Source: an optimization exercise on an open RTL-to-GDS flow (aim: small area, a short achievable clock period and few clock cycles per item). Production flows keep margins and buffers that such runs may drop.
Power and IR drop assume default switching activity.

==> flow/design.v <==
package ppmd_pkg;
   localparam int unsigned TS_W     = 24;
   localparam int unsigned WIDTH_W  = 16;
   localparam int unsigned THR_W    = 16;
   localparam int unsigned COUNT_W  = 4;
   localparam int unsigned CHAN_W   = 3;
   localparam int unsigned FRAME_W  = 32;
   localparam int unsigned RESYNC_W = 16;
   localparam int unsigned CSR_INDEX_W = 2;
   localparam int unsigned CSR_DATA_W  = 24;
   localparam logic [TS_W-1:0]    PERIOD_RESET    = 24'hFF_FFFF;
   localparam logic [THR_W-1:0]   THRESHOLD_RESET = 16'd3000;
   localparam logic [COUNT_W-1:0] COUNT_RESET     = 4'd7;
   localparam logic [1:0] CSR_TIMER_PERIOD    = 2'd0;
   localparam logic [1:0] CSR_FRAME_THRESHOLD = 2'd1;
   localparam logic [1:0] CSR_CHANNEL_COUNT   = 2'd2;
endpackage
module ppmd_div (
   input  logic [19:0] x,
   output logic [15:0] q,
   output logic        big
);
   function automatic logic [4:0] step(input logic [2:0] r, input logic [3:0] d);
      logic [4:0] s;
      logic [1:0] c;
      logic [2:0] m;
      s = {2'b0, r} + {1'b0, d};
      if (s >= 5'd15)      begin c = 2'd3; m = 3'(s - 5'd15); end
      else if (s >= 5'd10) begin c = 2'd2; m = 3'(s - 5'd10); end
      else if (s >= 5'd5)  begin c = 2'd1; m = 3'(s - 5'd5);  end
      else                 begin c = 2'd0; m = 3'(s);         end
      step = {c, m};
   endfunction
   logic [2:0] r4, r3, r2, r1;
   logic [4:0] s3, s2, s1, s0;
   always_comb begin
      big = (x[19:16] >= 4'd5);
      r4  = x[18:16];
      s3  = step(r4, x[15:12]);
      r3  = s3[2:0];
      s2  = step(r3, x[11:8]);
      r2  = s2[2:0];
      s1  = step(r2, x[7:4]);
      r1  = s1[2:0];
      s0  = step(r1, x[3:0]);
      q[15:12] = 4'({r4, 1'b0} + r4) + 4'(s3[4:3]);
      q[11:8]  = 4'({r3, 1'b0} + r3) + 4'(s2[4:3]);
      q[7:4]   = 4'({r2, 1'b0} + r2) + 4'(s1[4:3]);
      q[3:0]   = 4'({r1, 1'b0} + r1) + 4'(s0[4:3]);
   end
endmodule
import ppmd_pkg::*;
module ppm_pulse_train_decoder_top #(
   parameter int unsigned MAX_CHANNELS  = 8,
   parameter int unsigned CYCLES_PER_US = 80
) (
   input  logic                                 clock,
   input  logic                                 reset,
   input  logic                                 req_valid,
   output logic                                 req_ready,
   input  logic                                 req_edge_rising,
   input  logic [ppmd_pkg::TS_W-1:0]            req_timestamp,
   output logic                                 rsp_valid,
   input  logic                                 rsp_ready,
   output logic [ppmd_pkg::CHAN_W-1:0]          rsp_channel,
   output logic [ppmd_pkg::WIDTH_W-1:0]         rsp_width_us,
   output logic [ppmd_pkg::FRAME_W-1:0]         rsp_frame_number,
   output logic [ppmd_pkg::RESYNC_W-1:0]        rsp_resync_total,
   output logic                                 rsp_last,
   input  logic                                 csr_valid,
   output logic                                 csr_ready,
   input  logic [ppmd_pkg::CSR_INDEX_W-1:0]     csr_index,
   input  logic [ppmd_pkg::CSR_DATA_W-1:0]      csr_wdata
);
   logic [TS_W-1:0]     period_ff;
   logic [19:0]         thr5_ff;
   logic                thr_max_ff;
   logic [COUNT_W-1:0]  count_ff;
   logic [3:0]          n_chan;
   logic                v1_ff, rise1_ff;
   logic [TS_W-1:0]     t1_ff;
   logic [TS_W-1:0]     rise_ff, fall_ff;
   logic                v2_ff, slip1_ff, sat_ff;
   logic [19:0]         x_ff;
   logic                rv_ff;           
   logic                hunt_ff;         
   logic                gap_ff;          
   logic [3:0]          chan_ff;
   logic [FRAME_W-1:0]  frame_ff;
   logic [RESYNC_W-1:0] resync_ff;
   logic [WIDTH_W-1:0]  store_ff [8];
   logic                emit_ff, last_ff;
   logic [2:0]          eidx_ff;
   logic                ready_ff;
   assign n_chan    = (count_ff > 4'd8) ? 4'd8 : count_ff;
   assign csr_ready = 1'b1;
   assign req_ready = ready_ff;
   logic            cr, cf, sn, ln;
   logic [TS_W:0]   tp;
   logic [TS_W:0]   d0, dp, dm, diff;
   logic            slip1_in, sat_in;
   always_comb begin
      cr   = (t1_ff < rise_ff);
      cf   = (t1_ff < fall_ff);
      tp   = {1'b0, t1_ff} + {1'b0, period_ff};
      sn   = (tp < {1'b0, rise_ff});
      ln   = (tp < {1'b0, fall_ff});
      d0   = {1'b0, fall_ff} - {1'b0, rise_ff};
      dp   = {1'b0, fall_ff} - {1'b0, rise_ff} + {1'b0, period_ff};
      dm   = {1'b0, fall_ff} - {1'b0, rise_ff} - {1'b0, period_ff};
      if (cr && !cf)      diff = dp;
      else if (!cr && cf) diff = dm;
      else                diff = d0;
      sat_in   = sn && !ln;
      slip1_in = (!sn && ln) || (!(sn ^ ln) && diff[TS_W]);
   end
   logic [15:0] dq;
   logic        dbig;
   logic [15:0] w;
   logic        above;
   logic [3:0]  widx, nidx;
   logic        measured, lslip, slip, complete, store_we, hold;
   ppmd_div u_div (
      .x   (x_ff),
      .q   (dq),
      .big (dbig)
   );
   always_comb begin
      w        = (sat_ff || dbig) ? 16'hFFFF : dq;
      above    = !thr_max_ff && (sat_ff || (x_ff >= thr5_ff));
      widx     = gap_ff ? 4'd0 : chan_ff;
      measured = v2_ff && rv_ff && !slip1_ff;
      if (above) begin
         lslip = (widx != n_chan);
         nidx  = 4'd0;
      end else begin
         lslip = (widx >= n_chan);
         nidx  = widx + 4'd1;
      end
      slip     = v2_ff && rv_ff && (slip1_ff || (!hunt_ff && lslip));
      complete = measured && !hunt_ff && !lslip && (nidx == n_chan);
      store_we = measured && !hunt_ff && !widx[3];
      hold     = emit_ff && (slip || complete ||
                             (store_we && (widx < n_chan) && (widx[2:0] >= eidx_ff)));
   end
   logic accept, s1_move, v2_in, emit_in;
   always_comb begin
      accept  = req_valid && ready_ff;
      s1_move = v1_ff && (!rise1_ff || !hold);
      v2_in   = hold || (v1_ff && rise1_ff);
      emit_in = emit_ff ? !(rsp_ready && last_ff) : (complete && !hold && (n_chan != 4'd0));
   end
   always_ff @(posedge clock) begin
      if (reset) begin
         period_ff  <= PERIOD_RESET;
         thr5_ff    <= 20'(5 * (32'(THRESHOLD_RESET) + 1));
         thr_max_ff <= 1'b0;
         count_ff   <= COUNT_RESET;
         v1_ff      <= 1'b0;
         v2_ff      <= 1'b0;
         rv_ff      <= 1'b0;
         hunt_ff    <= 1'b1;
         gap_ff     <= 1'b0;
         chan_ff    <= '0;
         frame_ff   <= '0;
         resync_ff  <= '0;
         emit_ff    <= 1'b0;
         eidx_ff    <= '0;
         last_ff    <= 1'b0;
         ready_ff   <= 1'b1;
      end else begin
         if (csr_valid) begin
            case (csr_index)
               CSR_TIMER_PERIOD: period_ff <= csr_wdata[TS_W-1:0];
               CSR_FRAME_THRESHOLD: begin
                  thr5_ff    <= {2'b0, csr_wdata[15:0], 2'b0} + {4'b0, csr_wdata[15:0]} + 20'd5;
                  thr_max_ff <= &csr_wdata[15:0];
               end
               CSR_CHANNEL_COUNT: count_ff <= csr_wdata[COUNT_W-1:0];
               default: ;
            endcase
         end
         if (accept) begin
            v1_ff <= 1'b1;
         end else if (s1_move) begin
            v1_ff <= 1'b0;
         end
         v2_ff <= v2_in;
         if (v2_ff && !hold) begin
            if (!rv_ff) begin
               rv_ff <= 1'b1;
            end else if (slip) begin
               rv_ff <= 1'b0;
            end
            if (rv_ff && !slip1_ff) begin
               if (hunt_ff) begin
                  if (above) begin
                     hunt_ff <= 1'b0;
                     gap_ff  <= 1'b1;
                  end
               end else begin
                  gap_ff  <= 1'b0;
                  chan_ff <= lslip ? widx : nidx;
               end
            end
         end
         if (slip && !hold) begin
            resync_ff <= resync_ff + RESYNC_W'(1);
         end
         if (complete && !hold) begin
            frame_ff <= frame_ff + FRAME_W'(1);
         end
         emit_ff <= emit_in;
         if (!emit_ff) begin
            eidx_ff <= '0;
            last_ff <= (n_chan == 4'd1);
         end else if (rsp_ready) begin
            eidx_ff <= eidx_ff + 3'd1;
            last_ff <= ({1'b0, eidx_ff} + 4'd2 == n_chan);
         end
         ready_ff <= !((accept ? req_edge_rising : (v1_ff && rise1_ff && !s1_move)) &&
                       v2_in && emit_in);
      end
   end
   always_ff @(posedge clock) begin
      if (accept) begin
         t1_ff    <= req_timestamp;
         rise1_ff <= req_edge_rising;
      end
      if (v1_ff && !rise1_ff) begin
         fall_ff <= t1_ff;
      end
      if (v1_ff && rise1_ff && !hold) begin
         rise_ff  <= t1_ff;
         x_ff     <= diff[23:4];
         slip1_ff <= slip1_in;
         sat_ff   <= sat_in;
      end
      if (store_we && !hold) begin
         store_ff[widx[2:0]] <= w;
      end
   end
   assign rsp_valid        = emit_ff;
   assign rsp_channel      = eidx_ff;
   assign rsp_width_us     = store_ff[eidx_ff];
   assign rsp_frame_number = frame_ff;
   assign rsp_resync_total = resync_ff;
   assign rsp_last         = last_ff;
endmodule
export LEC_CHECK = 0
export CAP_MARGIN = 20
export CORE_MARGIN = 2
export CORE_UTILIZATION = 40
export SLEW_MARGIN = 20
create_clock -name core_clock -period 8.0 [get_ports {clock}]
run.sh (not shown) runs the stock make flow with config.mk's settings and CLKGATE_MAP_FILE= SYNTH_SCRIPT=/design/flow/synth_recipe.tcl, a recipe that flattens the netlist after the stock synthesis.
The first run finished but fails on setup timing.
Rerun with:
--- a/flow/design.v
+++ b/flow/design.v
@@ -19,35 +19,41 @@
    input  logic [19:0] x,
    output logic [15:0] q,
    output logic        big
 );
-   function automatic logic [4:0] step(input logic [2:0] r, input logic [3:0] d);
+   function automatic logic [8:0] step(input logic [4:0] r, input logic [3:0] d);
+      logic [4:0] m;
       logic [4:0] s;
-      logic [1:0] c;
-      logic [2:0] m;
-      s = {2'b0, r} + {1'b0, d};
-      if (s >= 5'd15)      begin c = 2'd3; m = 3'(s - 5'd15); end
-      else if (s >= 5'd10) begin c = 2'd2; m = 3'(s - 5'd10); end
-      else if (s >= 5'd5)  begin c = 2'd1; m = 3'(s - 5'd5);  end
-      else                 begin c = 2'd0; m = 3'(s);         end
-      step = {c, m};
+      logic       cy;
+      logic [1:0] dd;
+      logic [3:0] r3;
+      m[0] = d == 4'd0 || d == 4'd5 || d == 4'd10 || d == 4'd15;
+      m[1] = d == 4'd1 || d == 4'd6 || d == 4'd11;
+      m[2] = d == 4'd2 || d == 4'd7 || d == 4'd12;
+      m[3] = d == 4'd3 || d == 4'd8 || d == 4'd13;
+      m[4] = d == 4'd4 || d == 4'd9 || d == 4'd14;
+      dd = (d >= 4'd15) ? 2'd3 : (d >= 4'd10) ? 2'd2 : (d >= 4'd5) ? 2'd1 : 2'd0;
+      s[0] = (r[0] && m[0]) || (r[1] && m[4]) || (r[2] && m[3]) || (r[3] && m[2]) || (r[4] && m[1]);
+      s[1] = (r[0] && m[1]) || (r[1] && m[0]) || (r[2] && m[4]) || (r[3] && m[3]) || (r[4] && m[2]);
+      s[2] = (r[0] && m[2]) || (r[1] && m[1]) || (r[2] && m[0]) || (r[3] && m[4]) || (r[4] && m[3]);
+      s[3] = (r[0] && m[3]) || (r[1] && m[2]) || (r[2] && m[1]) || (r[3] && m[0]) || (r[4] && m[4]);
+      s[4] = (r[0] && m[4]) || (r[1] && m[3]) || (r[2] && m[2]) || (r[3] && m[1]) || (r[4] && m[0]);
+      cy = (r[1] && m[4]) || (r[2] && m[3]) || (r[2] && m[4]) || (r[3] && m[2]) || (r[3] && m[3]) || (r[3] && m[4]) || (r[4] && m[1]) || (r[4] && m[2]) || (r[4] && m[3]) || (r[4] && m[4]);
+      r3 = {r[3] || r[4], r[2] || r[4], r[1] || r[2], r[1] || r[3]};
+      step = {r3 + {2'b0, dd} + {3'b0, cy}, s};
    endfunction
-   logic [2:0] r4, r3, r2, r1;
-   logic [4:0] s3, s2, s1, s0;
+   logic [4:0] r4;
+   logic [8:0] s3, s2, s1, s0;
    always_comb begin
       big = (x[19:16] >= 4'd5);
-      r4  = x[18:16];
-      s3  = step(r4, x[15:12]);
-      r3  = s3[2:0];
-      s2  = step(r3, x[11:8]);
-      r2  = s2[2:0];
-      s1  = step(r2, x[7:4]);
-      r1  = s1[2:0];
-      s0  = step(r1, x[3:0]);
-      q[15:12] = 4'({r4, 1'b0} + r4) + 4'(s3[4:3]);
-      q[11:8]  = 4'({r3, 1'b0} + r3) + 4'(s2[4:3]);
-      q[7:4]   = 4'({r2, 1'b0} + r2) + 4'(s1[4:3]);
-      q[3:0]   = 4'({r1, 1'b0} + r1) + 4'(s0[4:3]);
+      for (int k = 0; k < 5; k++) begin
+         r4[k] = (x[19:16] == 4'(k));
+      end
+      s3 = step(r4, x[15:12]);
+      s2 = step(s3[4:0], x[11:8]);
+      s1 = step(s2[4:0], x[7:4]);
+      s0 = step(s1[4:0], x[3:0]);
+      q  = {s3[8:5], s2[8:5], s1[8:5], s0[8:5]};
    end
 endmodule
 import ppmd_pkg::*;
 module ppm_pulse_train_decoder_top #(
The changed run went through all stages and came out clean.
Die area climbs by 1.8%.
Power drops by 54%.
Cell count hardly moves.
Sequential power drops by 14%.
Setup slack is better by 2.2 ns.
Synthesized cell count climbs by 4.6%.
Non-clock buffer count drops by 90.
Via count climbs by 4.1%.
Wire length climbs by 4.6%.
Clock skew barely changes.
Function was not checked in any run of this note: the RTL went through the layout flow alone.

what the ideal ports hide:
In the flow no input, the clock included, has a driving cell. The finished layouts below were timed again as built, in two steps.
Step 1 (the two cells are an assumption about what drives the block):
set clk [get_ports {clock}]
set_driving_cell -lib_cell sky130_fd_sc_hd__clkbuf_16 $clk
set_driving_cell -lib_cell sky130_fd_sc_hd__buf_2 [delete_from_list [all_inputs] $clk]
Step 2 adds t to the input delays and takes it off the output delays; t is the mean of the earliest and latest rising clock arrival at the registers after step 1. Input paths then give back, and output paths get back, about the clock's delay inside the block.
Three values: ideal ports, drivers, drivers and shift; two values: the first two.
| run | t (ns) | setup slack, ns | hold WS [ns] | worst slew at a driven data input, ns |
|---|---|---|---|---|
| the first run | 0.640 | -0.529 / -0.529 / -0.529 | 0.457 / 0.457 / 0.457 | 0.09 |
| the second run | 0.638 | 1.703 / 1.703 / 1.703 | 0.450 / 0.450 / 0.450 | 0.09 |
